What follows belongs to an exercise in optimizing a design on an open flow for small area; a production flow would make more cautious choices.
Only simulation tests tie the RTL to the original design; equivalence was not proved.
Power and IR drop assume default switching activity.

==> run.sh <==
#!/bin/bash
# synth_recipe.tcl (not shown) runs the flow's synth.tcl, then flattens the netlist and writes it again
# the make line also repeats each setting of config.mk as NAME=value (left out here)
make -C /OpenROAD-flow-scripts/flow DESIGN_CONFIG=/design/flow/config.mk WORK_HOME=/design/flow/orfs CLKGATE_MAP_FILE= SYNTH_SCRIPT=/design/flow/synth_recipe.tcl finish
==> config.mk <==
export PLATFORM = sky130hd
export DESIGN_NAME = core_debug_unit
export DESIGN_NICKNAME = core_debug_unit
export VERILOG_FILES = /design/flow/design.v
export SDC_FILE = /design/flow/constraint.sdc
export NUM_CORES = 4
export LEC_CHECK = 0
export CAP_MARGIN = 20
export CORE_MARGIN = 2
export CORE_UTILIZATION = 30
export PLACE_DENSITY = 0.45
export SETUP_SLACK_MARGIN = 1.0
export SLEW_MARGIN = 20
export SYNTH_HIERARCHICAL = 1
export SYNTH_MINIMUM_KEEP_SIZE = 0
==> constraint.sdc <==
create_clock -name core_clock -period 8.0 [get_ports {clk}]
set_input_delay 1.6000 -clock core_clock [delete_from_list [all_inputs] [get_ports {clk}]]
set_output_delay 1.6000 -clock core_clock [all_outputs]
set_load 0.01 [all_outputs]
==> design.v <==
`timescale 1ns/10ps
module gpr_file #(
    parameter int NUM_REGS = 32
)(
    input  logic        clk,
    input  logic        reset_n,
    input  logic        we_i,
    input  logic [4:0]  waddr_i,
    input  logic [31:0] wdata_i,
    input  logic [4:0]  core_raddr_i,
    output logic [31:0] core_rdata_o,
    input  logic        dbg_ren_i,
    input  logic [4:0]  dbg_raddr_i,
    input  logic        dpc_sel_i,
    input  logic [31:0] dpc_i,
    input  logic [7:0]  csr_const_i,
    output logic [31:0] dbg_rdata_o
);
    logic [32*(NUM_REGS-1)-1:0] words;
    logic [NUM_REGS-1:1]        vld_q;
    logic [NUM_REGS-1:1]        wsel;
    logic [NUM_REGS-1:1]        wsel_n;
    logic [NUM_REGS-1:1]        csel;
    logic [NUM_REGS-1:1]        dsel;
    for (genvar i = 1; i < NUM_REGS; i++) begin : g_sel
        assign wsel[i]   = we_i && (waddr_i == i);
        assign wsel_n[i] = !wsel[i];
        assign csel[i]   = vld_q[i] && (core_raddr_i == i);
        assign dsel[i]   = vld_q[i] && dbg_ren_i && (dbg_raddr_i == i);
    end
    always_ff @(posedge clk or negedge reset_n) begin
        if (!reset_n) begin
            vld_q <= '0;
        end else begin
            vld_q <= vld_q | wsel;
        end
    end
    for (genvar i = 1; i < NUM_REGS; i++) begin : g_word
        gpr_word u_word (
            .clk    (clk),
            .we_i   (wsel[i]),
            .we_n_i (wsel_n[i]),
            .d_i    (wdata_i),
            .q_o    (words[32*(i-1) +: 32])
        );
    end
    gpr_read #(
        .N (NUM_REGS-1)
    ) u_core_read (
        .sel_i  (csel),
        .words_i(words),
        .data_o (core_rdata_o)
    );
    localparam logic [31:0] CSR_BITS = 32'h4000_19c3;
    function automatic int csr_index(input int b);
        csr_index = 0;
        for (int k = 0; k < b; k++) begin
            if (CSR_BITS[k]) csr_index = csr_index + 1;
        end
    endfunction
    for (genvar b = 0; b < 32; b++) begin : g_dbg_bit
        logic [NUM_REGS-2:0] col;
        for (genvar i = 0; i < NUM_REGS-1; i++) begin : g_col
            assign col[i] = words[32*i + b];
        end
        if (CSR_BITS[b]) begin : g_or
            gpr_read_bit_x_or u_bit (
                .sel_i  (dsel),
                .d_i    (col),
                .xsel_i (dpc_sel_i),
                .xd_i   (dpc_i[b]),
                .or_i   (csr_const_i[csr_index(b)]),
                .y_o    (dbg_rdata_o[b])
            );
        end else begin : g_plain
            gpr_read_bit_x u_bit (
                .sel_i  (dsel),
                .d_i    (col),
                .xsel_i (dpc_sel_i),
                .xd_i   (dpc_i[b]),
                .y_o    (dbg_rdata_o[b])
            );
        end
    end
endmodule
module gpr_word (
    input  logic        clk,
    input  logic        we_i,
    input  logic        we_n_i,
    input  logic [31:0] d_i,
    output logic [31:0] q_o
);
    logic [31:0] nxt;
    for (genvar b = 0; b < 32; b++) begin : g_bit
        gpr_ao22 u_sel (
            .a1 (we_i),
            .a2 (d_i[b]),
            .b1 (we_n_i),
            .b2 (q_o[b]),
            .y  (nxt[b])
        );
    end
    always_ff @(posedge clk) begin
        q_o <= nxt;
    end
endmodule
module gpr_ao22 (
    input  logic a1,
    input  logic a2,
    input  logic b1,
    input  logic b2,
    output logic y
);
    assign y = (a1 & a2) | (b1 & b2);
endmodule
module cdu_aoi222 (
    input  logic a1,
    input  logic a2,
    input  logic b1,
    input  logic b2,
    input  logic c1,
    input  logic c2,
    output logic y
);
    assign y = !((a1 & a2) | (b1 & b2) | (c1 & c2));
endmodule
module gpr_read_bit (
    input  logic [30:0] sel_i,
    input  logic [30:0] d_i,
    output logic        y_o
);
    logic [10:0] grp_n;    
    for (genvar g = 0; g < 10; g++) begin : g_grp
        cdu_aoi222 u_aoi (
            .a1 (sel_i[3*g]),
            .a2 (d_i[3*g]),
            .b1 (sel_i[3*g+1]),
            .b2 (d_i[3*g+1]),
            .c1 (sel_i[3*g+2]),
            .c2 (d_i[3*g+2]),
            .y  (grp_n[g])
        );
    end
    assign grp_n[10] = !(sel_i[30] & d_i[30]);
    assign y_o = !(&grp_n);
endmodule
module gpr_read #(
    parameter int N = 31
)(
    input  logic [N-1:0]    sel_i,
    input  logic [32*N-1:0] words_i,
    output logic [31:0]     data_o
);
    for (genvar b = 0; b < 32; b++) begin : g_bit
        logic [N-1:0] col;
        for (genvar i = 0; i < N; i++) begin : g_col
            assign col[i] = words_i[32*i + b];
        end
        gpr_read_bit u_bit (
            .sel_i (sel_i),
            .d_i   (col),
            .y_o   (data_o[b])
        );
    end
endmodule
module gpr_read_bit_x (
    input  logic [30:0] sel_i,
    input  logic [30:0] d_i,
    input  logic        xsel_i,
    input  logic        xd_i,
    output logic        y_o
);
    logic [10:0] grp_n;
    for (genvar g = 0; g < 10; g++) begin : g_grp
        cdu_aoi222 u_aoi (
            .a1 (sel_i[3*g]),
            .a2 (d_i[3*g]),
            .b1 (sel_i[3*g+1]),
            .b2 (d_i[3*g+1]),
            .c1 (sel_i[3*g+2]),
            .c2 (d_i[3*g+2]),
            .y  (grp_n[g])
        );
    end
    assign grp_n[10] = !((sel_i[30] & d_i[30]) | (xsel_i & xd_i));
    assign y_o = !(&grp_n);
endmodule
module gpr_read_bit_x_or (
    input  logic [30:0] sel_i,
    input  logic [30:0] d_i,
    input  logic        xsel_i,
    input  logic        xd_i,
    input  logic        or_i,
    output logic        y_o
);
    logic [10:0] grp_n;
    for (genvar g = 0; g < 10; g++) begin : g_grp
        cdu_aoi222 u_aoi (
            .a1 (sel_i[3*g]),
            .a2 (d_i[3*g]),
            .b1 (sel_i[3*g+1]),
            .b2 (d_i[3*g+1]),
            .c1 (sel_i[3*g+2]),
            .c2 (d_i[3*g+2]),
            .y  (grp_n[g])
        );
    end
    assign grp_n[10] = !((sel_i[30] & d_i[30]) | (xsel_i & xd_i));
    assign y_o = !(&grp_n) | or_i;
endmodule
`timescale 1ns/10ps
module dbg_halt_fsm (
    input  logic        clk,
    input  logic        reset_n,
    input  logic        haltreq_i,
    input  logic        resumereq_i,
    input  logic        ebreak_i,
    input  logic        retire_valid_i,
    input  logic        retire_jump_i,
    input  logic        pipe_empty_i,
    input  logic [31:0] retire_pc_i,
    input  logic [31:0] retire_target_i,
    input  logic        dpc_we_i,
    input  logic [31:0] dpc_wdata_i,
    output logic        running_o,
    output logic        halted_o,
    output logic        resumeack_o,
    output logic [31:0] dpc_o,
    output logic [1:0]  cause_o      
);
    localparam logic [1:0] ST_RUNNING  = 2'd0;
    localparam logic [1:0] ST_HALTING  = 2'd1;    
    localparam logic [1:0] ST_HALTED   = 2'd2;
    localparam logic [1:0] ST_RESUMING = 2'd3;    
    logic [1:0]  state_q;
    logic [31:0] next_pc_q;    
    logic [31:0] dpc_q;
    logic [1:0]  cause_q;      
    logic running, halting, halted, resuming;
    logic retire_ok;           
    logic ebreak_hit;
    logic follow;              
    logic dpc_follow;          
    logic [31:0] pc_inc;
    assign running    = (state_q == ST_RUNNING);
    assign halting    = (state_q == ST_HALTING);
    assign halted     = (state_q == ST_HALTED);
    assign resuming   = (state_q == ST_RESUMING);
    assign retire_ok  = retire_valid_i && !ebreak_i;
    assign ebreak_hit = retire_valid_i && ebreak_i;
    assign follow     = !state_q[1];
    assign dpc_follow = (running && !ebreak_hit && haltreq_i) || (halting && cause_q[1]);
    logic np_tgt, np_inc, np_dpc, np_hold;
    assign np_tgt  = follow && retire_ok && retire_jump_i;
    assign np_inc  = follow && retire_ok && !retire_jump_i;
    assign np_dpc  = resuming;
    assign np_hold = !(np_tgt || np_inc || np_dpc);
    logic dp_rpc, dp_tgt, dp_inc, dp_npc, dp_wd, dp_hold;
    assign dp_rpc  = running && ebreak_hit;
    assign dp_tgt  = dpc_follow && retire_ok && retire_jump_i;
    assign dp_inc  = dpc_follow && retire_ok && !retire_jump_i;
    assign dp_npc  = dpc_follow && !retire_ok;
    assign dp_wd   = halted && dpc_we_i;
    assign dp_hold = !(dp_rpc || dp_tgt || dp_inc || dp_npc || dp_wd);
    dbg_pc_inc u_inc (
        .pc_i  (retire_pc_i),
        .inc_o (pc_inc)
    );
    logic [31:0] next_pc_nxt;
    logic [31:0] dpc_nxt;
    for (genvar b = 0; b < 32; b++) begin : g_bit
        dbg_sel4 u_np (
            .s0 (np_tgt),  .d0 (retire_target_i[b]),
            .s1 (np_inc),  .d1 (pc_inc[b]),
            .s2 (np_dpc),  .d2 (dpc_q[b]),
            .s3 (np_hold), .d3 (next_pc_q[b]),
            .y  (next_pc_nxt[b])
        );
        dbg_sel6 u_dp (
            .s0 (dp_rpc),  .d0 (retire_pc_i[b]),
            .s1 (dp_tgt),  .d1 (retire_target_i[b]),
            .s2 (dp_inc),  .d2 (pc_inc[b]),
            .s3 (dp_npc),  .d3 (next_pc_q[b]),
            .s4 (dp_wd),   .d4 (dpc_wdata_i[b]),
            .s5 (dp_hold), .d5 (dpc_q[b]),
            .y  (dpc_nxt[b])
        );
    end
    always_ff @(posedge clk or negedge reset_n) begin
        if (!reset_n) begin
            next_pc_q <= '0;
            dpc_q     <= '0;
        end else begin
            next_pc_q <= next_pc_nxt;
            dpc_q     <= dpc_nxt;
        end
    end
    always_ff @(posedge clk or negedge reset_n) begin
        if (!reset_n) begin
            state_q <= ST_RUNNING;
            cause_q <= '0;
        end else begin
            case (state_q)
                ST_RUNNING: begin
                    if (ebreak_hit) begin
                        state_q <= ST_HALTING;
                        cause_q <= 2'd1;
                    end else if (haltreq_i) begin
                        state_q <= ST_HALTING;
                        cause_q <= 2'd3;
                    end
                end
                ST_HALTING: begin
                    if (pipe_empty_i) begin
                        state_q <= ST_HALTED;
                    end
                end
                ST_HALTED: begin
                    if (resumereq_i) begin
                        state_q <= ST_RESUMING;
                    end
                end
                default: begin
                    state_q <= ST_RUNNING;
                end
            endcase
        end
    end
    assign running_o   = running;
    assign halted_o    = halted;
    assign resumeack_o = resuming;
    assign dpc_o       = dpc_q;
    assign cause_o     = cause_q;
endmodule
module dbg_pc_inc (
    input  logic [31:0] pc_i,
    output logic [31:0] inc_o
);
    logic [31:2] carry;
    assign carry[2] = 1'b1;
    for (genvar b = 3; b < 32; b++) begin : g_carry
        assign carry[b] = carry[b-1] & pc_i[b-1];
    end
    assign inc_o[1:0]  = pc_i[1:0];
    assign inc_o[31:2] = pc_i[31:2] ^ carry[31:2];
endmodule
module dbg_sel4 (
    input  logic s0, d0,
    input  logic s1, d1,
    input  logic s2, d2,
    input  logic s3, d3,
    output logic y
);
    logic g0_n;
    cdu_aoi222 u_g0 (
        .a1 (s0), .a2 (d0),
        .b1 (s1), .b2 (d1),
        .c1 (s2), .c2 (d2),
        .y  (g0_n)
    );
    assign y = !(g0_n && !(s3 && d3));
endmodule
module dbg_sel6 (
    input  logic s0, d0,
    input  logic s1, d1,
    input  logic s2, d2,
    input  logic s3, d3,
    input  logic s4, d4,
    input  logic s5, d5,
    output logic y
);
    logic g0_n, g1_n;
    cdu_aoi222 u_g0 (
        .a1 (s0), .a2 (d0),
        .b1 (s1), .b2 (d1),
        .c1 (s2), .c2 (d2),
        .y  (g0_n)
    );
    cdu_aoi222 u_g1 (
        .a1 (s3), .a2 (d3),
        .b1 (s4), .b2 (d4),
        .c1 (s5), .c2 (d5),
        .y  (g1_n)
    );
    assign y = !(g0_n && g1_n);
endmodule
`timescale 1ns/10ps
module abstract_reg_access (
    input  logic        ar_en_i,
    input  logic        ar_wr_i,
    input  logic [15:0] ar_addr_i,
    output logic        ar_done_o,
    input  logic        halted_i,
    input  logic [1:0]  cause_i,
    output logic        is_gpr_o,       
    output logic        is_dpc_o,       
    output logic [7:0]  csr_const_o,    
    output logic        dpc_we_o,
    output logic        gpr_we_o
);
    logic is_dcsr, is_mstatus, is_misa;
    logic wr_ok;
    assign is_gpr_o   = (ar_addr_i[15:5] == 11'h080);
    assign is_dcsr    = (ar_addr_i == 16'h07b0);
    assign is_dpc_o   = (ar_addr_i == 16'h07b1);
    assign is_mstatus = (ar_addr_i == 16'h0300);
    assign is_misa    = (ar_addr_i == 16'h0301);
    assign csr_const_o = {is_dcsr | is_misa, {2{is_mstatus}}, is_misa,
                          {2{is_dcsr}} & cause_i, {2{is_dcsr}}};
    assign wr_ok     = ar_en_i && ar_wr_i && halted_i;
    assign dpc_we_o  = wr_ok && is_dpc_o;
    assign gpr_we_o  = wr_ok && is_gpr_o;
    assign ar_done_o = ar_en_i;
endmodule
`timescale 1ns/10ps
module core_debug_unit #(
    parameter int NUM_REGS = 32
)(
    input  logic        clk,
    input  logic        reset_n,
    input  logic        retire_valid_i,
    input  logic [31:0] retire_pc_i,
    input  logic        retire_jump_i,
    input  logic [31:0] retire_target_i,
    input  logic        ebreak_i,
    input  logic        pipe_empty_i,
    input  logic        wb_en_i,
    input  logic [4:0]  wb_addr_i,
    input  logic [31:0] wb_data_i,
    input  logic [4:0]  core_raddr_i,
    output logic [31:0] core_rdata_o,
    input  logic        haltreq_i,
    input  logic        resumereq_i,
    output logic        running_o,
    output logic        halted_o,
    output logic        resumeack_o,
    output logic [31:0] resume_pc_o,
    input  logic        ar_en_i,
    input  logic        ar_wr_i,
    input  logic [15:0] ar_addr_i,
    input  logic [31:0] ar_wdata_i,
    output logic [31:0] ar_rdata_o,
    output logic        ar_done_o
);
    logic [31:0] dpc;
    logic [1:0]  cause;
    logic        dpc_we;
    logic        gpr_we;
    logic        is_gpr;
    logic        is_dpc;
    logic [7:0]  csr_const;
    logic        rf_we;
    logic [4:0]  rf_waddr;
    logic [31:0] rf_wdata;
    dbg_halt_fsm u_dbg_halt_fsm (
        .clk             (clk),
        .reset_n         (reset_n),
        .haltreq_i       (haltreq_i),
        .resumereq_i     (resumereq_i),
        .ebreak_i        (ebreak_i),
        .retire_valid_i  (retire_valid_i),
        .retire_jump_i   (retire_jump_i),
        .pipe_empty_i    (pipe_empty_i),
        .retire_pc_i     (retire_pc_i),
        .retire_target_i (retire_target_i),
        .dpc_we_i        (dpc_we),
        .dpc_wdata_i     (ar_wdata_i),
        .running_o       (running_o),
        .halted_o        (halted_o),
        .resumeack_o     (resumeack_o),
        .dpc_o           (dpc),
        .cause_o         (cause)
    );
    abstract_reg_access u_abstract_reg_access (
        .ar_en_i     (ar_en_i),
        .ar_wr_i     (ar_wr_i),
        .ar_addr_i   (ar_addr_i),
        .ar_done_o   (ar_done_o),
        .halted_i    (halted_o),
        .cause_i     (cause),
        .is_gpr_o    (is_gpr),
        .is_dpc_o    (is_dpc),
        .csr_const_o (csr_const),
        .dpc_we_o    (dpc_we),
        .gpr_we_o    (gpr_we)
    );
    assign rf_we    = halted_o ? gpr_we : wb_en_i;
    assign rf_waddr = halted_o ? ar_addr_i[4:0] : wb_addr_i;
    assign rf_wdata = halted_o ? ar_wdata_i : wb_data_i;
    gpr_file #(
        .NUM_REGS (NUM_REGS)
    ) u_gpr_file (
        .clk          (clk),
        .reset_n      (reset_n),
        .we_i         (rf_we),
        .waddr_i      (rf_waddr),
        .wdata_i      (rf_wdata),
        .core_raddr_i (core_raddr_i),
        .core_rdata_o (core_rdata_o),
        .dbg_ren_i    (is_gpr),
        .dbg_raddr_i  (ar_addr_i[4:0]),
        .dpc_sel_i    (is_dpc),
        .dpc_i        (dpc),
        .csr_const_i  (csr_const),
        .dbg_rdata_o  (ar_rdata_o)
    );
    assign resume_pc_o = dpc;
endmodule
==> report_table.html, run 1 <==
<table>
<tr><th>Metric</th><th>Value</th></tr>
<tr><th colspan="2">Run status</th></tr>
<tr><td>Outcome</td><td>timing/DRC/antenna clean</td></tr>
<tr><th colspan="2">STA</th></tr>
<tr><td>Period minus WS final</td><td>about 7.1 ns</td></tr>
<tr><td>Setup TNS Final</td><td>0 ns</td></tr>
<tr><td>Unrepaired setup endpoints after global routing</td><td>yes</td></tr>
<tr><td>Crit share post-route</td><td>around nine tenths</td></tr>
<tr><td>Slew at the pin closest to its max-slew limit</td><td>approximately 1.3 ns</td></tr>
<tr><td>Setup ws final</td><td>around 0.87 ns</td></tr>
<tr><td>Tightest slew margin relative to the limit</td><td>about 16%</td></tr>
<tr><td>Final setup violation count</td><td>0</td></tr>
<tr><td>Hold Slack</td><td>between 0.4 and 0.5 ns</td></tr>
<tr><td>Maximum clock skew at final layout</td><td>0.0289 ns</td></tr>
<tr><td>Final count of pins violating max slew</td><td>0</td></tr>
<tr><td>Maximum clock frequency</td><td>~140 MHz</td></tr>
<tr><td>Final hold violation count</td><td>0</td></tr>
<tr><th colspan="2">Detailed routing</th></tr>
<tr><td>DRC violations left</td><td>0</td></tr>
<tr><td>DRC violation total after the first TritonRoute iteration</td><td>11000</td></tr>
<tr><td>DRT antenna net count</td><td>0</td></tr>
<tr><td>Post-DR vias/cell</td><td>7.41</td></tr>
<tr><td>Vias post-DR</td><td>between 40000 and 50000</td></tr>
<tr><td>Routed wire length</td><td>around 260 mm</td></tr>
<tr><td>First-pass iteration count of the detailed router</td><td>12</td></tr>
<tr><td>Wire per inst</td><td>about 43 um</td></tr>
<tr><th colspan="2">Hold path</th></tr>
<tr><td>Start point of the worst min-delay path</td><td>u_dbg_halt_fsm.cause_q[0]$_DFFE_PN0P_</td></tr>
<tr><td>Terminating pin of the worst hold path</td><td>u_dbg_halt_fsm.cause_q[0]$_DFFE_PN0P_</td></tr>
<tr><td>Worst hold stages</td><td>1</td></tr>
<tr><td>Hold/Removal Path Class</td><td>flop to flop</td></tr>
<tr><th colspan="2">Power</th></tr>
<tr><td>Switching share of power</td><td>between 30% and 40%</td></tr>
<tr><td>Worst VDD drop</td><td>203 uV</td></tr>
<tr><td>Internal Power</td><td>between 10 and 15 mW</td></tr>
<tr><td>Net Sw Power</td><td>between 6 and 7 mW</td></tr>
<tr><td>Sequential fraction of design power</td><td>47.7%</td></tr>
<tr><td>Leakage component of the power</td><td>roughly 22 nW</td></tr>
<tr><td>Relative contribution of the clock network to total power</td><td>29.5%</td></tr>
<tr><td>Share of total power in combinational logic</td><td>between 20 and 25%</td></tr>
<tr><td>Ratio of total power to cell area</td><td>about 350 mW/mm2</td></tr>
<tr><th colspan="2">Setup path</th></tr>
<tr><td>Highest cell delay on the worst timing path</td><td>approximately 0.62 ns</td></tr>
<tr><td>Internal reg-to-reg setup slack</td><td>between 3 and 4 ns</td></tr>
<tr><td>Arrival time worst endpoint</td><td>between 5 and 6 ns</td></tr>
<tr><td>Number of cells on the worst reg-to-reg path</td><td>9</td></tr>
<tr><td>Data required time at the worst endpoint</td><td>6.40 ns</td></tr>
<tr><td>CP Buf/Inv Count</td><td>4</td></tr>
<tr><td>Cell Chain, Critical Path</td><td>clkdlybuf4s50_1, nor4_2, nor3b_1, buf_4, and4b_1, and3_4, buf_4, a222oi_1, nand4_1, or4_1, clkdlybuf4s50_1</td></tr>
<tr><td>Reg-to-reg endpoint</td><td>u_gpr_file.g_word[31].u_word.q_o[16]$_DFF_P_</td></tr>
<tr><td>Critical Setup Path Class</td><td>input port to output port</td></tr>
<tr><td>Category of the worst setup path launch point</td><td>input port</td></tr>
<tr><td>Maximum fanout count along the critical path</td><td>20</td></tr>
<tr><td>Gate family responsible for the most delay along the worst path</td><td>simple AND/OR/NAND/NOR gates</td></tr>
<tr><td>RR Startpoint</td><td>u_dbg_halt_fsm.state_q[1]$_DFFE_PN0P_</td></tr>
<tr><td>Cell with the biggest individual delay on the critical path</td><td>clkdlybuf4s50_1</td></tr>
<tr><td>Crit. End Element</td><td>output port</td></tr>
<tr><th colspan="2">Floorplan</th></tr>
<tr><td>Total die area</td><td>approximately 0.15 mm2</td></tr>
<tr><td>Die Ht</td><td>roughly 390 um</td></tr>
<tr><td>Starting density of the core</td><td>between 30 and 40%</td></tr>
<tr><td>Die extent in x</td><td>385 um</td></tr>
<tr><td>Number of ports placed on the die boundary</td><td>~270</td></tr>
<tr><td>Core footprint</td><td>~0.14 mm2</td></tr>
<tr><td>Site Rows</td><td>around 140</td></tr>
<tr><th colspan="2">Yosys</th></tr>
<tr><td>Number of flops mapped to enable cells by yosys</td><td>0</td></tr>
<tr><td>Number of distinct library cells after synthesis</td><td>51</td></tr>
<tr><td>Cell Area, Synth</td><td>roughly 0.044 mm2</td></tr>
<tr><td>Sequential fraction of the synthesis area</td><td>51.2%</td></tr>
<tr><td>Flop and latch count out of synthesis</td><td>1091</td></tr>
<tr><td>Mapped Avg Cell Area</td><td>roughly 12 um2</td></tr>
<tr><td>Ys flop type</td><td>dfxtp_1</td></tr>
<tr><td>Gate count after technology mapping</td><td>about 3500</td></tr>
<tr><td>Synth warnings</td><td>9</td></tr>
<tr><td>Fraction of registers with async set or reset after synthesis</td><td>9.07%</td></tr>
<tr><th colspan="2">Clock network</th></tr>
<tr><td>Root buffer cell</td><td>clkbuf_16</td></tr>
<tr><td>Quantity of hold-fixing buffers added after cts</td><td>0</td></tr>
<tr><td>Maximum buffer depth of the clock tree</td><td>3</td></tr>
<tr><td>Clock buffer count from CTS</td><td>between 100 and 150</td></tr>
<tr><td>Clock network latency to the later pin of the worst-skew pair</td><td>between 0.7 and 0.8 ns</td></tr>
<tr><td>Sink Count</td><td>around 1100</td></tr>
<tr><td>Clock slew at reported path FFs</td><td>~0.060 ns</td></tr>
<tr><td>CTS tree</td><td>done</td></tr>
<tr><td>H-Tree Level Count</td><td>3</td></tr>
<tr><th colspan="2">Global route</th></tr>
<tr><td>Total gr overflow</td><td>0</td></tr>
<tr><td>First-pass GRT wire length</td><td>between 300 and 400 mm</td></tr>
<tr><td>Combined global-route utilization of all metal layers</td><td>roughly a third</td></tr>
<tr><td>Global routing usage on met3</td><td>about an eighth</td></tr>
<tr><td>Largest net degree at the start of global routing</td><td>65</td></tr>
<tr><td>Layer with the highest usage</td><td>met2</td></tr>
<tr><td>Number of global-route vias before repair</td><td>between 40000 and 50000</td></tr>
<tr><td>Met2 track demand over resource</td><td>approximately 50%</td></tr>
<tr><td>Number of antenna violations at the first check in global routing</td><td>14</td></tr>
<tr><td>Met1 usage in global routing</td><td>around 45%</td></tr>
<tr><th colspan="2">Layout</th></tr>
<tr><td>Signed area change from the synthesized netlist to the final layout</td><td>24.9%</td></tr>
<tr><td>Layout cell share with drive strength beyond 1</td><td>roughly 14%</td></tr>
<tr><td>Commonest non-fill, non-tap cells in the layout</td><td>1024 x a22o_1, 992 x dfxtp_1, 737 x a222oi_1, 260 x clkdlybuf4s50_1, 153 x buf_4</td></tr>
<tr><td>Cell Count, Final, Fillers Out</td><td>roughly 6000</td></tr>
<tr><td>Post-route design area</td><td>roughly 0.055 mm2</td></tr>
<tr><td>Most frequent standard cell in the layout excluding fill and tap cells</td><td>a22o_1</td></tr>
<tr><td>Number of fill cells</td><td>between 10000 and 15000</td></tr>
<tr><td>Post-layout nets</td><td>~4300</td></tr>
<tr><th colspan="2">Place</th></tr>
<tr><td>Final GP Congestion</td><td>~0.9</td></tr>
<tr><td>Port bufs</td><td>~260</td></tr>
<tr><td>Worst setup timing slack at the placement stage</td><td>roughly 0.10 ns</td></tr>
<tr><td>Instance count after placement with tap cells included</td><td>5834</td></tr>
<tr><td>DPL Wire Length</td><td>approximately 160 mm</td></tr>
<tr><td>Total placed instance area</td><td>~0.05 mm2</td></tr>
<tr><th colspan="2">Job</th></tr>
<tr><td>Maxcap violations</td><td>0</td></tr>
</table>
[worst reg2reg max path, cell delays in order (launching register included)]
cell      delay [ns]
dfrtp_1         0.50
ha_2            0.58
buf_4           0.56
and3_1          0.36
and4bb_2        0.24
mux2_2          0.41
nand4_1         0.49
nor2_4          0.83
buf_4           0.57
a22o_1          0.25
[layout make-up]
| class | count | area (um2) | area share, % |
|---|---|---|---|
| Timing Repair Buffer | 435 | 4160 | 7.62 |
| Clock inverter | 36 | 408 | 0.748 |
| Antenna cell | 4 | 10.0 | 0.0184 |
| Inverter | 9 | 33.8 | 0.0620 |
| Sequential cell | 1091 | 22300 | 41.0 |
| Clock buffer | 181 | 3510 | 6.44 |
| Multi-Input combinational cell | 2405 | 21700 | 39.8 |
| Tap cell | 1903 | 2380 | 4.37 |
[logic make-up after synthesis]
logic type	synth area share, %
buf+inv	0.582
flops	51.2
simple gates	6.49
compound gates	39.6
fa+ha+maj	0.946
mux	1.20
xor+xnor	0.0201
[cell usage after synthesis (10+ instances only)]
cell type / n / area (um2)
a2111o_1: 32 / 360
nand4_1: 122 / 763
a222oi_1: 737 / 7380
nand4b_1: 11 / 96.3
buf_2: 12 / 60.1
a22o_1: 1024 / 8970
mux2_2: 19 / 214
a21o_1: 31 / 233
dfrtp_1: 99 / 2480
buf_4: 10 / 75.1
a21bo_1: 32 / 320
ha_1: 33 / 413
nor2_1: 42 / 158
and3_1: 62 / 388
or4_4: 24 / 270
mux2_4: 20 / 300
nand2_1: 123 / 462
dfxtp_1: 992 / 19900
nand3_1: 16 / 80.1
[sequential cells by signal (all words and copies together) (netlist names)]
name,flops
u_dbg_halt_fsm.cause_q,2
u_gpr_file.vld_q,31
u_gpr_file.g_word.u_word.q_o,992
u_dbg_halt_fsm.dpc_q,32
u_dbg_halt_fsm.state_q,2
u_dbg_halt_fsm.next_pc_q,32
[how the worst max path moves through the flow]
| stage | startpoint | cells after the start | to | slack, ns |
|---|---|---|---|---|
| 2_1_floorplan | retire_pc_i[2] | 31 | u_dbg_halt_fsm.next_pc_q[31]$_DFF_PN0_ | 1.00 |
| 3_3_place_gp | retire_pc_i[2] | 32 | u_dbg_halt_fsm.next_pc_q[31]$_DFF_PN0_ | 0.05 |
| 3_5_place_dp | retire_pc_i[2] | 32 | u_dbg_halt_fsm.next_pc_q[31]$_DFF_PN0_ | 0.10 |
| 4_1_cts | ar_addr_i[9] | 12 | ar_rdata_o[30] | 0.98 |
| 5_1_grt | ar_addr_i[6] | 11 | ar_rdata_o[30] | 0.92 |
| 6_report | ar_addr_i[6] | 11 | ar_rdata_o[30] | 0.87 |
[metrics by stage]
stage | util (%) | power [mW]
global placement | 34.9 | 13.3
finish | 37.9 | 19.3
floorplan | - | 11.2
global route | 37.9 | 19.9
CTS | 37.8 | 19.0
detailed placement | 35.0 | 13.4
[modules after synthesis, one instance, submodules excluded, a selection]
module	flops+latches	cell area, um2	copies in the design
dbg_halt_fsm	68	1930	1
gpr_word	32	641	31
core_debug_unit	0	542	1
dbg_pc_inc	0	378	1
abstract_reg_access	0	244	1
gpr_read_bit_x	0	36.3	24
gpr_read_bit_x_or	0	36.3	8
gpr_read_bit	0	27.5	32
cdu_aoi222	0	10.0	736
dbg_sel4	0	10.0	32
gpr_ao22	0	8.76	992
dbg_sel6	0	3.75	32
[power groups by stage]
stage / clock network (mW) / logic (mW) / registers [mW]
5_1_grt: 5.92 / 4.60 / 9.37
3_5_place_dp: 0 / 4.27 / 9.12
4_1_cts: 5.72 / 4.27 / 9.06
2_1_floorplan: 0 / 2.68 / 8.55
6_report: 5.68 / 4.38 / 9.20
3_3_place_gp: 0 / 4.20 / 9.14
[what timing repair did]
item / CTS / global route
pin swaps: 8 / 16
hold endpoints to repair: 0 / 0
gates cloned: 0 / 0
gates resized for setup: 29 / 15
endpoints found under the setup margin: 34 / 37
setup buffers: 3 / 5
[per-layer routing]
layer	share of wire, %	wire length (um)
met1	40	105000
met2	41	108000
met4	5.4	14200
met3	14	36300
met5	0.028	73
==> run 2, diff against run 1 <==
--- a/config.mk
+++ b/config.mk
@@ -8,7 +8,8 @@
 export CAP_MARGIN = 20
 export CORE_MARGIN = 2
-export CORE_UTILIZATION = 30
-export PLACE_DENSITY = 0.45
-export SETUP_SLACK_MARGIN = 1.0
+export CORE_UTILIZATION = 45
+export CTS_BUF_LIST = sky130_fd_sc_hd__clkbuf_8
+export PLACE_DENSITY = 0.55
+export SETUP_SLACK_MARGIN = 0.3
 export SLEW_MARGIN = 20
 export SYNTH_HIERARCHICAL = 1
==> run 2 against run 1 <==
  * Still clean
  * Register-to-register slack gained 0.83 ns
  * Flip-flop and latch count stayed put
  * Core utilization increased by 18 points
  * First-iteration DRC count grew 19%
  * Synthesized cell count stayed put
  * Power down 3.3%
  * Worst setup slack worse by 0.43 ns
  * Clock power is 11% lower
  * Routed wire length down 8.8%
  * Combinational power about the same
  * Via count grew 3.2%
  * Clock-buffer cell count rose by 38
  * Critical path type unchanged
  * Highest routed layer unchanged
==> report_table.html, run 2 <==
<table>
<tr><th>Metric</th><th>Value</th></tr>
<tr><th colspan="2">Run status</th></tr>
<tr><td>Outcome</td><td>timing/DRC/antenna clean (unchanged)</td></tr>
<tr><th colspan="2">Floorplan</th></tr>
<tr><td>Core footprint</td><td>0.0964 mm2 (was 0.144 mm2)</td></tr>
<tr><td>Starting density of the core</td><td>45.3% (was 30.3%)</td></tr>
<tr><td>Total die area</td><td>0.0995 mm2 (was 0.149 mm2)</td></tr>
<tr><td>Site Rows</td><td>114 (was 139)</td></tr>
<tr><td>Die Ht</td><td>315 um (was 385 um)</td></tr>
<tr><td>Die extent in x</td><td>315 um (was 385 um)</td></tr>
<tr><td>Number of ports placed on the die boundary</td><td>265 (unchanged)</td></tr>
<tr><th colspan="2">Place</th></tr>
<tr><td>Instance count after placement with tap cells included</td><td>5233 (was 5834)</td></tr>
<tr><td>DPL Wire Length</td><td>149 mm (was 163 mm)</td></tr>
<tr><td>Worst setup timing slack at the placement stage</td><td>-0.0866 ns (was 0.104 ns)</td></tr>
<tr><td>Port bufs</td><td>264 (unchanged)</td></tr>
<tr><td>Final GP Congestion</td><td>0.996 (was 0.904)</td></tr>
<tr><td>Total placed instance area</td><td>0.0497 mm2 (was 0.0503 mm2)</td></tr>
<tr><th colspan="2">Detailed routing</th></tr>
<tr><td>Post-DR vias/cell</td><td>8.31 (was 7.41)</td></tr>
<tr><td>DRT antenna net count</td><td>0 (unchanged)</td></tr>
<tr><td>DRC violation total after the first TritonRoute iteration</td><td>13100 (was 11000)</td></tr>
<tr><td>DRC violations left</td><td>0 (unchanged)</td></tr>
<tr><td>First-pass iteration count of the detailed router</td><td>14 (was 12)</td></tr>
<tr><td>Vias post-DR</td><td>46400 (was 44900)</td></tr>
<tr><td>Wire per inst</td><td>43.1 um (was 43.5 um)</td></tr>
<tr><td>Routed wire length</td><td>240 mm (was 264 mm)</td></tr>
<tr><th colspan="2">Setup path</th></tr>
<tr><td>Category of the worst setup path launch point</td><td>input port (unchanged)</td></tr>
<tr><td>Maximum fanout count along the critical path</td><td>23 (was 20)</td></tr>
<tr><td>Critical Setup Path Class</td><td>input port to output port (unchanged)</td></tr>
<tr><td>Number of cells on the worst reg-to-reg path</td><td>9 (unchanged)</td></tr>
<tr><td>Arrival time worst endpoint</td><td>5.96 ns (was 5.53 ns)</td></tr>
<tr><td>Data required time at the worst endpoint</td><td>6.40 ns (about the same)</td></tr>
<tr><td>Reg-to-reg endpoint</td><td>u_gpr_file.g_word[31].u_word.q_o[27]$_DFF_P_ (was u_gpr_file.g_word[31].u_word.q_o[16]$_DFF_P_)</td></tr>
<tr><td>Crit. End Element</td><td>output port (unchanged)</td></tr>
<tr><td>Internal reg-to-reg setup slack</td><td>3.96 ns (was 3.13 ns)</td></tr>
<tr><td>RR Startpoint</td><td>u_dbg_halt_fsm.state_q[0]$_DFFE_PN0P_ (was u_dbg_halt_fsm.state_q[1]$_DFFE_PN0P_)</td></tr>
<tr><th colspan="2">Layout</th></tr>
<tr><td>Register cell area after layout</td><td>0.0223 mm2 (unchanged)</td></tr>
<tr><td>Post-route design area</td><td>0.0536 mm2 (was 0.0545 mm2)</td></tr>
<tr><td>Commonest non-fill, non-tap cells in the layout</td><td>1024 x a22o_1, 992 x dfxtp_1, 737 x a222oi_1, 263 x clkdlybuf4s50_1, 219 x clkbuf_8 (was 1024 x a22o_1, 992 x dfxtp_1, 737 x a222oi_1, 260 x clkdlybuf4s50_1, 153 x buf_4)</td></tr>
<tr><td>Fraction of the core area covered by cells at the end of the flow</td><td>55.6% (was 37.9%)</td></tr>
<tr><td>Regs by FF count</td><td>u_gpr_file.g_word.u_word.q_o x992, u_dbg_halt_fsm.dpc_q x32, u_dbg_halt_fsm.next_pc_q x32 (unchanged)</td></tr>
<tr><td>Number of fill cells</td><td>8240 (was 14000)</td></tr>
<tr><td>Layout cell share with drive strength beyond 1</td><td>13.9% (was 14.0%)</td></tr>
<tr><td>Combined area of the multi-input logic cells</td><td>0.0214 mm2 (was 0.0217 mm2)</td></tr>
<tr><td>Signed area change from the synthesized netlist to the final layout</td><td>22.9% (was 24.9%)</td></tr>
<tr><td>Register with the most flip-flops</td><td>u_gpr_file.g_word.u_word.q_o (unchanged)</td></tr>
<tr><td>Most frequent standard cell in the layout excluding fill and tap cells</td><td>a22o_1 (unchanged)</td></tr>
<tr><td>Max FFs per register</td><td>992 (unchanged)</td></tr>
<tr><td>Post-layout nets</td><td>4351 (was 4258)</td></tr>
<tr><td>Cell Count, Final, Fillers Out</td><td>5579 (was 6064)</td></tr>
<tr><th colspan="2">Yosys</th></tr>
<tr><td>Number of distinct library cells after synthesis</td><td>51 (unchanged)</td></tr>
<tr><td>Fraction of registers with async set or reset after synthesis</td><td>9.07% (unchanged)</td></tr>
<tr><td>Most numerous cell types in the synthesized netlist</td><td>1024 x a22o_1, 992 x dfxtp_1, 737 x a222oi_1, 123 x nand2_1, 122 x nand4_1 (unchanged)</td></tr>
<tr><td>Leading post-synthesis cells by cell area</td><td>dfxtp_1 45%, a22o_1 21%, a222oi_1 17%, dfrtp_1 5.7%, nand4_1 1.7% (unchanged)</td></tr>
<tr><td>Mapped Avg Cell Area</td><td>12.3 um2 (unchanged)</td></tr>
<tr><td>Number of flops mapped to enable cells by yosys</td><td>0 (unchanged)</td></tr>
<tr><td>Flop and latch count out of synthesis</td><td>1091 (unchanged)</td></tr>
<tr><td>Most frequent cell after synthesis</td><td>a22o_1 (unchanged)</td></tr>
<tr><td>Ys flop type</td><td>dfxtp_1 (unchanged)</td></tr>
<tr><td>Synth warnings</td><td>9 (unchanged)</td></tr>
<tr><td>Sequential fraction of the synthesis area</td><td>51.2% (unchanged)</td></tr>
<tr><td>Gate count after technology mapping</td><td>3541 (unchanged)</td></tr>
<tr><td>Most area-hungry cell type in the Yosys netlist</td><td>dfxtp_1 (unchanged)</td></tr>
<tr><td>Cell Area, Synth</td><td>0.0437 mm2 (unchanged)</td></tr>
<tr><td>Synth top area share</td><td>45.5% (unchanged)</td></tr>
<tr><th colspan="2">Global route</th></tr>
<tr><td>Largest net degree at the start of global routing</td><td>78 (was 65)</td></tr>
<tr><td>Number of global-route vias before repair</td><td>44600 (was 42100)</td></tr>
<tr><td>Number of antenna violations at the first check in global routing</td><td>8 (was 14)</td></tr>
<tr><td>Combined global-route utilization of all metal layers</td><td>46.1% (was 33.8%)</td></tr>
<tr><td>First-pass GRT wire length</td><td>332 mm (was 353 mm)</td></tr>
<tr><td>Total gr overflow</td><td>0 (unchanged)</td></tr>
<tr><th colspan="2">STA</th></tr>
<tr><td>Period minus WS final</td><td>7.56 ns (was 7.13 ns)</td></tr>
<tr><td>Maximum clock frequency</td><td>132 MHz (was 140 MHz)</td></tr>
<tr><td>Setup TNS Final</td><td>0 ns (unchanged)</td></tr>
<tr><td>Unrepaired setup endpoints after global routing</td><td>no (was yes)</td></tr>
<tr><td>Final count of pins violating max slew</td><td>0 (unchanged)</td></tr>
<tr><td>Crit share post-route</td><td>94.5% (was 89.1%)</td></tr>
<tr><td>Final setup violation count</td><td>0 (unchanged)</td></tr>
<tr><td>Slew at the pin closest to its max-slew limit</td><td>1.35 ns (was 1.27 ns)</td></tr>
<tr><td>Tightest slew margin relative to the limit</td><td>10.1% (was 15.5%)</td></tr>
<tr><td>Final hold violation count</td><td>0 (unchanged)</td></tr>
<tr><td>Hold Slack</td><td>0.462 ns (was 0.469 ns)</td></tr>
<tr><td>Setup ws final</td><td>0.444 ns (was 0.873 ns)</td></tr>
<tr><td>Maximum clock skew at final layout</td><td>0.0560 ns (was 0.0289 ns)</td></tr>
<tr><th colspan="2">Clock network</th></tr>
<tr><td>Maximum buffer depth of the clock tree</td><td>3 (unchanged)</td></tr>
<tr><td>Clock slew at reported path FFs</td><td>0.06 ns (about the same)</td></tr>
<tr><td>CTS tree</td><td>done (unchanged)</td></tr>
<tr><td>H-Tree Level Count</td><td>4 (was 3)</td></tr>
<tr><td>Sink Count</td><td>1091 (unchanged)</td></tr>
<tr><td>Clock network latency to the later pin of the worst-skew pair</td><td>0.90 ns (was 0.76 ns)</td></tr>
<tr><td>Root buffer cell</td><td>clkbuf_8 (was clkbuf_16)</td></tr>
<tr><td>Clock buffer count from CTS</td><td>182 (was 118)</td></tr>
<tr><th colspan="2">Power</th></tr>
<tr><td>Share of total power in combinational logic</td><td>23.6% (was 22.8%)</td></tr>
<tr><td>Sequential fraction of design power</td><td>49.3% (was 47.7%)</td></tr>
<tr><td>Internal Power</td><td>12.0 mW (was 12.6 mW)</td></tr>
<tr><td>Worst VDD drop</td><td>268 uV (was 203 uV)</td></tr>
<tr><td>Relative contribution of the clock network to total power</td><td>27.1% (was 29.5%)</td></tr>
<tr><td>Final total power</td><td>18.6 mW (was 19.3 mW)</td></tr>
<tr><td>Ratio of total power to cell area</td><td>347 mW/mm2 (was 353 mW/mm2)</td></tr>
<tr><td>Leakage component of the power</td><td>22.4 nW (was 22.0 nW)</td></tr>
<tr><td>Switching share of power</td><td>35.6% (was 34.6%)</td></tr>
<tr><td>Net Sw Power</td><td>6.62 mW (was 6.67 mW)</td></tr>
<tr><th colspan="2">Hold path</th></tr>
<tr><td>Worst hold stages</td><td>1 (unchanged)</td></tr>
<tr><td>Terminating pin of the worst hold path</td><td>u_gpr_file.vld_q[10]$_DFF_PN0_ (was u_dbg_halt_fsm.cause_q[0]$_DFFE_PN0P_)</td></tr>
<tr><td>Start point of the worst min-delay path</td><td>u_gpr_file.vld_q[10]$_DFF_PN0_ (was u_dbg_halt_fsm.cause_q[0]$_DFFE_PN0P_)</td></tr>
<tr><td>Hold/Removal Path Class</td><td>flop to flop (unchanged)</td></tr>
<tr><th colspan="2">Job</th></tr>
<tr><td>Maxcap violations</td><td>0 (unchanged)</td></tr>
</table>
-- run 2: cell count changes in the layout (fill, tap and decap cells not counted), moves of 14 or more --
| cell | before | now |
|---|---|---|
| ha_1 | 14 | 32 |
| clkbuf_8 | 26 | 219 |
| inv_1 | 9 | 74 |
| nand2_1 | 93 | 123 |
| clkbuf_16 | 121 | 0 |
| ha_2 | 19 | 1 |
| and3_1 | 4 | 44 |
| buf_4 | 153 | 167 |
| clkbuf_1 | 34 | 0 |
| nand2_2 | 30 | 0 |
| and3_4 | 28 | 0 |
-- run 2: cell families after synthesis --
family	count (synthesis)	share of synthesized area, %
DFF	1091	51.2
adders and majority gates	33	0.946
AOI/OAI and AO/OA	1862	39.6
and+or+nand+nor	469	6.49
xor gates and xnor gates	1	0.0201
buffers and inverters	45	0.582
muxes	40	1.20
-- run 2: worst max-delay path, stage by stage --
cell	delay, ns
clkdlybuf4s50_1	0.60
and2_0	0.51
and3_1	0.53
buf_12	0.28
a222oi_1	0.39
nand4_1	0.73
or4_4	0.79
clkdlybuf4s50_1	0.50
-- run 2: area by class of cell --
cell class                      instances  area share, %
Multi-Input combinational cell       2405           39.8
Timing Repair Buffer                  464           8.66
Antenna cell                            7         0.0327
Clock inverter                        108           1.16
Inverter                                9         0.0630
Sequential cell                      1091           41.6
Clock buffer                          219           5.62
Tap cell                             1276           2.98
-- run 2: repair_timing --
item	in CTS	in global routing
gates resized for setup	0	1
hold buffers	0	0
hold endpoints to repair	0	0
setup buffers	0	0
setup endpoints to repair	0	6
-- run 2: power by group through the flow --
stage	Sequential, mW	Combinational, mW	Clock, mW
finish	9.19	4.40	5.04
floorplan	8.55	2.68	0
CTS	9.04	4.22	5.04
global route	9.32	4.56	5.28
detailed placement	9.10	4.20	0
global placement	8.97	4.05	0
-- run 2: worst max path at each step --
stage,start,end,depth (start not counted)
after floorplan,retire_pc_i[2],u_dbg_halt_fsm.next_pc_q[31]$_DFF_PN0_,31
after global placement,retire_pc_i[2],u_dbg_halt_fsm.dpc_q[31]$_DFF_PN0_,32
after detailed placement,retire_pc_i[2],u_dbg_halt_fsm.next_pc_q[31]$_DFF_PN0_,32
after CTS,ar_addr_i[6],ar_rdata_o[4],11
after global routing,ar_addr_i[6],ar_rdata_o[4],11
final,ar_addr_i[2],ar_rdata_o[4],8
-- run 2: Yosys stat by module, one instance, submodules excluded, excerpt --
module,cells,copies in the design,area [um2],flops+latches
dbg_sel4,1,32,10.0,0
gpr_ao22,1,992,8.76,0
gpr_read_bit_x_or,5,8,36.3,0
cdu_aoi222,1,736,10.0,0
gpr_read_bit,4,32,27.5,0
dbg_sel6,1,32,3.75,0
dbg_pc_inc,32,1,378,0
abstract_reg_access,32,1,244,0
-- run 2: metal layers --
layer  up-vias  track usage (%)  share of wire [%]
met5         -            0.616              0.034
met1     22800             57.8                 35
met2      4852             64.7                 41
met4         6             33.6                8.3
li1      17800                -                  -
met3       927             17.4                 15
==> run 3, diff against run 2 <==
--- a/design.v
+++ b/design.v
@@ -18,21 +18,28 @@
 );
     logic [32*(NUM_REGS-1)-1:0] words;
-    logic [NUM_REGS-1:1]        vld_q;
     logic [NUM_REGS-1:1]        wsel;
     logic [NUM_REGS-1:1]        wsel_n;
     logic [NUM_REGS-1:1]        csel;
     logic [NUM_REGS-1:1]        dsel;
+    logic [3:0] w_lo, c_lo, d_lo;
+    logic [7:0] w_hi, c_hi, d_hi;
+    gpr_predec u_wdec (.en_i (we_i),      .addr_i (waddr_i),      .lo_o (w_lo), .hi_o (w_hi));
+    gpr_predec u_cdec (.en_i (1'b1),      .addr_i (core_raddr_i), .lo_o (c_lo), .hi_o (c_hi));
+    gpr_predec u_ddec (.en_i (dbg_ren_i), .addr_i (dbg_raddr_i),  .lo_o (d_lo), .hi_o (d_hi));
     for (genvar i = 1; i < NUM_REGS; i++) begin : g_sel
-        assign wsel[i]   = we_i && (waddr_i == i);
-        assign wsel_n[i] = !wsel[i];
-        assign csel[i]   = vld_q[i] && (core_raddr_i == i);
-        assign dsel[i]   = vld_q[i] && dbg_ren_i && (dbg_raddr_i == i);
-    end
-    always_ff @(posedge clk or negedge reset_n) begin
-        if (!reset_n) begin
-            vld_q <= '0;
-        end else begin
-            vld_q <= vld_q | wsel;
-        end
+        gpr_regsel u_sel (
+            .clk      (clk),
+            .reset_n  (reset_n),
+            .w_lo_i   (w_lo[i % 4]),
+            .w_hi_i   (w_hi[i / 4]),
+            .c_lo_i   (c_lo[i % 4]),
+            .c_hi_i   (c_hi[i / 4]),
+            .d_lo_i   (d_lo[i % 4]),
+            .d_hi_i   (d_hi[i / 4]),
+            .wsel_o   (wsel[i]),
+            .wsel_n_o (wsel_n[i]),
+            .csel_o   (csel[i]),
+            .dsel_o   (dsel[i])
+        );
     end
     for (genvar i = 1; i < NUM_REGS; i++) begin : g_word
@@ -84,4 +91,47 @@
     end
 endmodule
+module gpr_predec (
+    input  logic       en_i,
+    input  logic [4:0] addr_i,
+    output logic [3:0] lo_o,
+    output logic [7:0] hi_o
+);
+    for (genvar j = 0; j < 4; j++) begin : g_lo
+        assign lo_o[j] = en_i && (addr_i[1:0] == j);
+    end
+    for (genvar k = 0; k < 8; k++) begin : g_hi
+        assign hi_o[k] = (addr_i[4:2] == k);
+    end
+endmodule
+module gpr_regsel (
+    input  logic clk,
+    input  logic reset_n,
+    input  logic w_lo_i,
+    input  logic w_hi_i,
+    input  logic c_lo_i,
+    input  logic c_hi_i,
+    input  logic d_lo_i,
+    input  logic d_hi_i,
+    output logic wsel_o,
+    output logic wsel_n_o,
+    output logic csel_o,
+    output logic dsel_o
+);
+    logic vld_q;
+    assign wsel_n_o = !(w_lo_i && w_hi_i);
+    gpr_inv u_wsel (
+        .a (wsel_n_o),
+        .y (wsel_o)
+    );
+    assign csel_o   = vld_q && c_lo_i && c_hi_i;
+    assign dsel_o   = vld_q && d_lo_i && d_hi_i;
+    always_ff @(posedge clk or negedge reset_n) begin
+        if (!reset_n) begin
+            vld_q <= 1'b0;
+        end else begin
+            vld_q <= vld_q || !wsel_n_o;
+        end
+    end
+endmodule
 module gpr_word (
     input  logic        clk,
@@ -105,4 +155,10 @@
     end
 endmodule
+module gpr_inv (
+    input  logic a,
+    output logic y
+);
+    assign y = !a;
+endmodule
 module gpr_ao22 (
     input  logic a1,
@@ -235,4 +291,5 @@
     logic [1:0]  state_q;
     logic [31:0] next_pc_q;    
+    logic        next_pc_vld_q;    
     logic [31:0] dpc_q;
     logic [1:0]  cause_q;      
@@ -255,12 +312,10 @@
     assign np_inc  = follow && retire_ok && !retire_jump_i;
     assign np_dpc  = resuming;
-    assign np_hold = !(np_tgt || np_inc || np_dpc);
-    logic dp_rpc, dp_tgt, dp_inc, dp_npc, dp_wd, dp_hold;
+    assign np_hold = !(np_tgt || np_inc || np_dpc) && next_pc_vld_q;
+    logic dp_rpc, dp_npc, dp_wd, dp_hold;
     assign dp_rpc  = running && ebreak_hit;
-    assign dp_tgt  = dpc_follow && retire_ok && retire_jump_i;
-    assign dp_inc  = dpc_follow && retire_ok && !retire_jump_i;
-    assign dp_npc  = dpc_follow && !retire_ok;
+    assign dp_npc  = dpc_follow;
     assign dp_wd   = halted && dpc_we_i;
-    assign dp_hold = !(dp_rpc || dp_tgt || dp_inc || dp_npc || dp_wd);
+    assign dp_hold = !(dp_rpc || dp_npc || dp_wd);
     dbg_pc_inc u_inc (
         .pc_i  (retire_pc_i),
@@ -277,21 +332,22 @@
             .y  (next_pc_nxt[b])
         );
-        dbg_sel6 u_dp (
+        dbg_sel4 u_dp (
             .s0 (dp_rpc),  .d0 (retire_pc_i[b]),
-            .s1 (dp_tgt),  .d1 (retire_target_i[b]),
-            .s2 (dp_inc),  .d2 (pc_inc[b]),
-            .s3 (dp_npc),  .d3 (next_pc_q[b]),
-            .s4 (dp_wd),   .d4 (dpc_wdata_i[b]),
-            .s5 (dp_hold), .d5 (dpc_q[b]),
+            .s1 (dp_npc),  .d1 (next_pc_nxt[b]),
+            .s2 (dp_wd),   .d2 (dpc_wdata_i[b]),
+            .s3 (dp_hold), .d3 (dpc_q[b]),
             .y  (dpc_nxt[b])
         );
     end
+    always_ff @(posedge clk) begin
+        next_pc_q <= next_pc_nxt;
+    end
     always_ff @(posedge clk or negedge reset_n) begin
         if (!reset_n) begin
-            next_pc_q <= '0;
-            dpc_q     <= '0;
+            next_pc_vld_q <= 1'b0;
+            dpc_q         <= '0;
         end else begin
-            next_pc_q <= next_pc_nxt;
-            dpc_q     <= dpc_nxt;
+            next_pc_vld_q <= 1'b1;
+            dpc_q         <= dpc_nxt;
         end
     end
@@ -361,28 +417,4 @@
     assign y = !(g0_n && !(s3 && d3));
 endmodule
-module dbg_sel6 (
-    input  logic s0, d0,
-    input  logic s1, d1,
-    input  logic s2, d2,
-    input  logic s3, d3,
-    input  logic s4, d4,
-    input  logic s5, d5,
-    output logic y
-);
-    logic g0_n, g1_n;
-    cdu_aoi222 u_g0 (
-        .a1 (s0), .a2 (d0),
-        .b1 (s1), .b2 (d1),
-        .c1 (s2), .c2 (d2),
-        .y  (g0_n)
-    );
-    cdu_aoi222 u_g1 (
-        .a1 (s3), .a2 (d3),
-        .b1 (s4), .b2 (d4),
-        .c1 (s5), .c2 (d5),
-        .y  (g1_n)
-    );
-    assign y = !(g0_n && g1_n);
-endmodule
 `timescale 1ns/10ps
 module abstract_reg_access (
@@ -485,7 +517,17 @@
         .gpr_we_o    (gpr_we)
     );
+    logic halted_n;
+    assign halted_n = !halted_o;
     assign rf_we    = halted_o ? gpr_we : wb_en_i;
     assign rf_waddr = halted_o ? ar_addr_i[4:0] : wb_addr_i;
-    assign rf_wdata = halted_o ? ar_wdata_i : wb_data_i;
+    for (genvar b = 0; b < 32; b++) begin : g_wdata
+        gpr_ao22 u_wd (
+            .a1 (halted_o),
+            .a2 (ar_wdata_i[b]),
+            .b1 (halted_n),
+            .b2 (wb_data_i[b]),
+            .y  (rf_wdata[b])
+        );
+    end
     gpr_file #(
         .NUM_REGS (NUM_REGS)
==> flow/run.sh (new file) <==
#!/bin/bash
# Standard ORFS layout (the standard.sh, standard synthesis), with two
# changes to how the layout is made:
#  - port buffers use the smallest buffer cell instead of the default pick
#  - clock tree: larger sink clusters and no dummy loads
set -euo pipefail
export BUFFER_PORTS_ARGS="-buffer_cell sky130_fd_sc_hd__buf_1"
export CTS_ARGS="-sink_clustering_enable -repair_clock_nets -dont_use_dummy_load -buf_list sky130_fd_sc_hd__clkbuf_16 -sink_clustering_size 20 -sink_clustering_max_diameter 100"
bash standard.sh BUFFER_PORTS_ARGS="$BUFFER_PORTS_ARGS" CTS_ARGS="$CTS_ARGS" finish > make_finish.log 2>&1
==> standard.sh (new file) <==
#!/bin/bash
# synth_recipe.tcl (not shown) runs the flow's synth.tcl, then flattens the netlist and writes it again
# the make line also repeats each setting of config.mk as NAME=value (left out here)
make -C /OpenROAD-flow-scripts/flow DESIGN_CONFIG=/design/flow/config.mk WORK_HOME=/design/flow/orfs CLKGATE_MAP_FILE= SYNTH_SCRIPT=/design/flow/synth_recipe.tcl "${@:-finish}"
--- a/config.mk
+++ b/config.mk
@@ -8,8 +8,7 @@
 export CAP_MARGIN = 20
 export CORE_MARGIN = 2
-export CORE_UTILIZATION = 45
-export CTS_BUF_LIST = sky130_fd_sc_hd__clkbuf_8
-export PLACE_DENSITY = 0.55
-export SETUP_SLACK_MARGIN = 0.3
+export CORE_UTILIZATION = 30
+export PLACE_DENSITY = 0.45
+export SETUP_SLACK_MARGIN = 1.0
 export SLEW_MARGIN = 20
 export SYNTH_HIERARCHICAL = 1
removed: run.sh
==> run 3 against run 2 <==
  * Final cell count up 5.0%
  * Critical endpoint is now ar_rdata_o[30]
  * Largest power group unchanged
  * Largest cell class unchanged
  * Sequential power up 9.9%
  * Worst setup slack better by 0.77 ns
==> report_table.html, run 3 <==
<table>
<tr><th>Metric</th><th>Value</th></tr>
<tr><th colspan="2">Yosys</th></tr>
<tr><td>Ys flop type</td><td>dfxtp_1 (unchanged)</td></tr>
<tr><td>Most frequent cell after synthesis</td><td>a22o_1 (unchanged)</td></tr>
<tr><td>Fraction of registers with async set or reset after synthesis</td><td>6.23% (was 9.07%)</td></tr>
<tr><td>Synth top area share</td><td>47.7% (was 45.5%)</td></tr>
<tr><td>Gate count after technology mapping</td><td>3467 (was 3541)</td></tr>
<tr><td>Number of distinct library cells after synthesis</td><td>44 (was 51)</td></tr>
<tr><td>Flop and latch count out of synthesis</td><td>1092 (was 1091)</td></tr>
<tr><td>Mapped Avg Cell Area</td><td>12.4 um2 (was 12.3 um2)</td></tr>
<tr><td>Cell Area, Synth</td><td>0.0430 mm2 (was 0.0437 mm2)</td></tr>
<tr><td>Most numerous cell types in the synthesized netlist</td><td>1056 x a22o_1, 1024 x dfxtp_1, 704 x a222oi_1, 122 x nand4_1, 88 x nand2_1 (was 1024 x a22o_1, 992 x dfxtp_1, 737 x a222oi_1, 123 x nand2_1, 122 x nand4_1)</td></tr>
<tr><td>Leading post-synthesis cells by cell area</td><td>dfxtp_1 48%, a22o_1 22%, a222oi_1 16%, dfrtp_1 4.0%, nand4_1 1.8% (was dfxtp_1 45%, a22o_1 21%, a222oi_1 17%, dfrtp_1 5.7%, nand4_1 1.7%)</td></tr>
<tr><td>Synth warnings</td><td>9 (unchanged)</td></tr>
<tr><td>Most area-hungry cell type in the Yosys netlist</td><td>dfxtp_1 (unchanged)</td></tr>
<tr><td>Number of flops mapped to enable cells by yosys</td><td>0 (unchanged)</td></tr>
<tr><td>Sequential fraction of the synthesis area</td><td>51.6% (was 51.2%)</td></tr>
<tr><th colspan="2">Floorplan</th></tr>
<tr><td>Number of ports placed on the die boundary</td><td>265 (unchanged)</td></tr>
<tr><td>Site Rows</td><td>138 (was 114)</td></tr>
<tr><td>Die Ht</td><td>383 um (was 315 um)</td></tr>
<tr><td>Core footprint</td><td>0.142 mm2 (was 0.0964 mm2)</td></tr>
<tr><td>Total die area</td><td>0.146 mm2 (was 0.0995 mm2)</td></tr>
<tr><td>Die extent in x</td><td>383 um (was 315 um)</td></tr>
<tr><td>Starting density of the core</td><td>30.3% (was 45.3%)</td></tr>
<tr><th colspan="2">Layout</th></tr>
<tr><td>Signed area change from the synthesized netlist to the final layout</td><td>15.3% (was 22.9%)</td></tr>
<tr><td>Number of inserted diodes</td><td>0 (was 7)</td></tr>
<tr><td>Max FFs per register</td><td>992 (unchanged)</td></tr>
<tr><td>Most frequent standard cell in the layout excluding fill and tap cells</td><td>a22o_1 (unchanged)</td></tr>
<tr><td>Regs by FF count</td><td>u_gpr_file.g_word.u_word.q_o x992, u_dbg_halt_fsm.dpc_q x32, u_dbg_halt_fsm.next_pc_q x32 (unchanged)</td></tr>
<tr><td>Number of fill cells</td><td>14100 (was 8240)</td></tr>
<tr><td>Commonest non-fill, non-tap cells in the layout</td><td>1056 x a22o_1, 1024 x dfxtp_1, 704 x a222oi_1, 263 x buf_1, 182 x buf_4 (was 1024 x a22o_1, 992 x dfxtp_1, 737 x a222oi_1, 263 x clkdlybuf4s50_1, 219 x clkbuf_8)</td></tr>
<tr><td>Fraction of the core area covered by cells at the end of the flow</td><td>35.0% (was 55.6%)</td></tr>
<tr><td>Register cell area after layout</td><td>0.0222 mm2 (was 0.0223 mm2)</td></tr>
<tr><td>Layout cell share with drive strength beyond 1</td><td>9.17% (was 13.9%)</td></tr>
<tr><td>Post-layout nets</td><td>4169 (was 4351)</td></tr>
<tr><td>Register with the most flip-flops</td><td>u_gpr_file.g_word.u_word.q_o (unchanged)</td></tr>
<tr><td>Combined area of the multi-input logic cells</td><td>0.0210 mm2 (was 0.0214 mm2)</td></tr>
<tr><td>Cell Count, Final, Fillers Out</td><td>5859 (was 5579)</td></tr>
<tr><th colspan="2">Detailed routing</th></tr>
<tr><td>DRC violations left</td><td>0 (unchanged)</td></tr>
<tr><td>First-pass iteration count of the detailed router</td><td>11 (was 14)</td></tr>
<tr><td>Wire per inst</td><td>38.2 um (was 43.1 um)</td></tr>
<tr><td>Post-DR vias/cell</td><td>7.14 (was 8.31)</td></tr>
<tr><td>Vias post-DR</td><td>41800 (was 46400)</td></tr>
<tr><td>DRT antenna net count</td><td>0 (unchanged)</td></tr>
<tr><td>Routed wire length</td><td>224 mm (was 240 mm)</td></tr>
<tr><td>DRC violation total after the first TritonRoute iteration</td><td>10400 (was 13100)</td></tr>
<tr><th colspan="2">Clock network</th></tr>
<tr><td>CTS tree</td><td>done (unchanged)</td></tr>
<tr><td>Cells resized by post-CTS repair</td><td>0 (unchanged)</td></tr>
<tr><td>Quantity of hold-fixing buffers added after cts</td><td>0 (unchanged)</td></tr>
<tr><td>Clock buffer count from CTS</td><td>60 (was 182)</td></tr>
<tr><td>Clock slew at reported path FFs</td><td>0.09 ns (was 0.06 ns)</td></tr>
<tr><td>Sink Count</td><td>1092 (was 1091)</td></tr>
<tr><td>Maximum buffer depth of the clock tree</td><td>3 (unchanged)</td></tr>
<tr><td>Clock network latency to the later pin of the worst-skew pair</td><td>0.73 ns (was 0.90 ns)</td></tr>
<tr><td>H-Tree Level Count</td><td>2 (was 4)</td></tr>
<tr><td>Post-CTS Repair Setup Buffers</td><td>0 (unchanged)</td></tr>
<tr><td>Root buffer cell</td><td>clkbuf_16 (was clkbuf_8)</td></tr>
<tr><th colspan="2">STA</th></tr>
<tr><td>Unrepaired setup endpoints after global routing</td><td>no (unchanged)</td></tr>
<tr><td>Maximum clock frequency</td><td>147 MHz (was 132 MHz)</td></tr>
<tr><td>Final setup violation count</td><td>0 (unchanged)</td></tr>
<tr><td>Tightest slew margin relative to the limit</td><td>20.5% (was 10.1%)</td></tr>
<tr><td>Setup TNS Final</td><td>0 ns (unchanged)</td></tr>
<tr><td>Period minus WS final</td><td>6.79 ns (was 7.56 ns)</td></tr>
<tr><td>Maximum clock skew at final layout</td><td>0.0337 ns (was 0.0560 ns)</td></tr>
<tr><td>Slew at the pin closest to its max-slew limit</td><td>1.19 ns (was 1.35 ns)</td></tr>
<tr><td>Final hold violation count</td><td>0 (unchanged)</td></tr>
<tr><td>Final count of pins violating max slew</td><td>0 (unchanged)</td></tr>
<tr><td>Crit share post-route</td><td>84.9% (was 94.5%)</td></tr>
<tr><th colspan="2">Hold path</th></tr>
<tr><td>Hold/Removal Path Class</td><td>flop to flop (unchanged)</td></tr>
<tr><td>Worst hold stages</td><td>1 (unchanged)</td></tr>
<tr><th colspan="2">Global route</th></tr>
<tr><td>Largest net degree at the start of global routing</td><td>44 (was 78)</td></tr>
<tr><td>First-pass GRT wire length</td><td>310 mm (was 332 mm)</td></tr>
<tr><td>Number of antenna violations at the first check in global routing</td><td>9 (was 8)</td></tr>
<tr><td>Number of global-route vias before repair</td><td>38500 (was 44600)</td></tr>
<tr><td>Combined global-route utilization of all metal layers</td><td>28.9% (was 46.1%)</td></tr>
<tr><td>Total gr overflow</td><td>0 (unchanged)</td></tr>
<tr><th colspan="2">Setup path</th></tr>
<tr><td>Highest cell delay on the worst timing path</td><td>1.03 ns (was 0.79 ns)</td></tr>
<tr><td>Cell Chain, Critical Path</td><td>buf_1, nor4_1, nor3b_1, and3_1, and3_2, a222oi_1, nand4_1, or4_1, buf_1 (was clkdlybuf4s50_1, and2_0, and3_1, buf_12, a222oi_1, nand4_1, or4_4, clkdlybuf4s50_1)</td></tr>
<tr><td>Arrival time worst endpoint</td><td>5.19 ns (was 5.96 ns)</td></tr>
<tr><td>Most used cell, CP</td><td>buf_1 (was clkdlybuf4s50_1)</td></tr>
<tr><td>Critical Setup Path Class</td><td>input port to output port (unchanged)</td></tr>
<tr><td>Category of the worst setup path launch point</td><td>input port (unchanged)</td></tr>
<tr><td>Number of cells on the worst reg-to-reg path</td><td>10 (was 9)</td></tr>
<tr><td>Internal reg-to-reg setup slack</td><td>3.82 ns (was 3.96 ns)</td></tr>
<tr><td>Maximum fanout count along the critical path</td><td>32 (was 23)</td></tr>
<tr><td>Data required time at the worst endpoint</td><td>6.40 ns (about the same)</td></tr>
<tr><td>Cell with the biggest individual delay on the critical path</td><td>and3_2 (was or4_4)</td></tr>
<tr><td>Crit. End Element</td><td>output port (unchanged)</td></tr>
<tr><th colspan="2">Place</th></tr>
<tr><td>Final GP Congestion</td><td>0.897 (was 0.996)</td></tr>
<tr><td>Instance count after placement with tap cells included</td><td>5798 (was 5233)</td></tr>
<tr><td>Port bufs</td><td>264 (unchanged)</td></tr>
<tr><td>DPL Wire Length</td><td>144 mm (was 149 mm)</td></tr>
<tr><th colspan="2">Run status</th></tr>
<tr><td>Outcome</td><td>timing/DRC/antenna clean (unchanged)</td></tr>
<tr><th colspan="2">Power</th></tr>
<tr><td>Worst VDD drop</td><td>268 uV (about the same)</td></tr>
<tr><td>Leakage component of the power</td><td>20.3 nW (was 22.4 nW)</td></tr>
<tr><td>Final total power</td><td>17.9 mW (was 18.6 mW)</td></tr>
<tr><td>Ratio of total power to cell area</td><td>360 mW/mm2 (was 347 mW/mm2)</td></tr>
<tr><th colspan="2">Job</th></tr>
<tr><td>Maxcap violations</td><td>0 (unchanged)</td></tr>
</table>
run 3: cell count changes after synthesis, sizes merged, moves of 30 or more:
cell / change
nor2: -35
dfrtp: -31
inv: +30
a222oi: -33
a22o: +32
dfxtp: +32
nand2: -35
mux2: -32
a21bo: +32
run 3: final timing paths:
kind | startpoint | endpoint
setup / recovery | ar_addr_i[6] | ar_rdata_o[30]
hold / removal | u_dbg_halt_fsm.next_pc_q[9]$_DFF_P_ | u_dbg_halt_fsm.next_pc_q[9]$_DFF_P_
setup reg to reg | u_dbg_halt_fsm.state_q[0]$_DFFE_PN0P_ | u_gpr_file.g_word[18].u_word.q_o[14]$_DFF_P_
hold reg to reg | u_dbg_halt_fsm.next_pc_q[9]$_DFF_P_ | u_dbg_halt_fsm.next_pc_q[9]$_DFF_P_
max in group asynchronous | reset_n | u_dbg_halt_fsm.dpc_q[16]$_DFF_PN0_
min in group asynchronous | reset_n | u_gpr_file.g_sel[4].u_sel.vld_q$_DFF_PN0_
run 3: per-layer routing:
metal	global-route usage (%)	up-vias	share of wire, %
met5	0	-	0
met4	13.8	0	5.4
met3	3.71	394	9.6
met2	43.4	2981	43
met1	40.8	21400	42
li1	-	17100	-
run 3: final cells by class:
| type | instances | area share (%) |
|---|---|---|
| tap | 1890 | 4.77 |
| sequential | 1092 | 44.8 |
| inverter | 40 | 0.303 |
| clock buffer | 60 | 3.03 |
| timing repair buffer | 448 | 4.81 |
| multi-input combinational | 2329 | 42.3 |
run 3: report_power, final:
| part | switching [mW] | internal, mW | leakage, nW | total, mW |
|---|---|---|---|---|
| combinational | 2.39 | 2.13 | 10.2 | 4.53 |
| sequential | 2.10 | 7.97 | 9.30 | 10.1 |
| clock | 1.95 | 1.33 | 0.739 | 3.28 |
run 3: stage by stage:
stage | cell area, um2 | worst slack, ns | hold WS, ns
final | 49600 | 1.21 | 0.460
after CTS | 49600 | 1.35 | 0.459
after detailed placement | 48100 | 0.606 | 0.435
after floorplan | 43400 | 1.00 | 0.421
after global placement | 48100 | 0.632 | 0.432
after global routing | 49600 | 1.09 | 0.473
run 3: kinds of logic after synthesis:
family | synth area share (%)
AO/OA/AOI/OAI | 40.9
flip-flops | 51.6
AND/OR/NAND/NOR | 5.70
buffers and inverters | 0.515
adder cells (fa/ha/maj) | 0.960
multiplexers | 0.244
other | 0.0175
XOR/XNOR | 0.0204
run 3: Yosys stat by module, one instance, submodules excluded, a selection:
| module | flops+latches | cells |
|---|---|---|
| abstract_reg_access | 0 | 32 |
| gpr_word | 32 | 32 |
| gpr_predec | 0 | 12 |
| gpr_read_bit_x | 0 | 5 |
| gpr_read_bit_x_or | 0 | 5 |
| core_debug_unit | 0 | 8 |
| gpr_ao22 | 0 | 1 |
| dbg_sel4 | 0 | 1 |
run 3: critical path: cells and delay by family:
family	cells	cell delay, ns
AO/OA/AOI/OAI	1	0.36
buffers and inverters	2	0.28
AND/OR/NAND/NOR	6	2.91

Check on run 3: ideal ports give 1.210 ns setup slack; a clkbuf_16 on the clock port and buf_2 on the inputs give 1.188 ns; moving port delays by the midpoint clock arrival (0.786 ns) as well gives 0.585 ns.
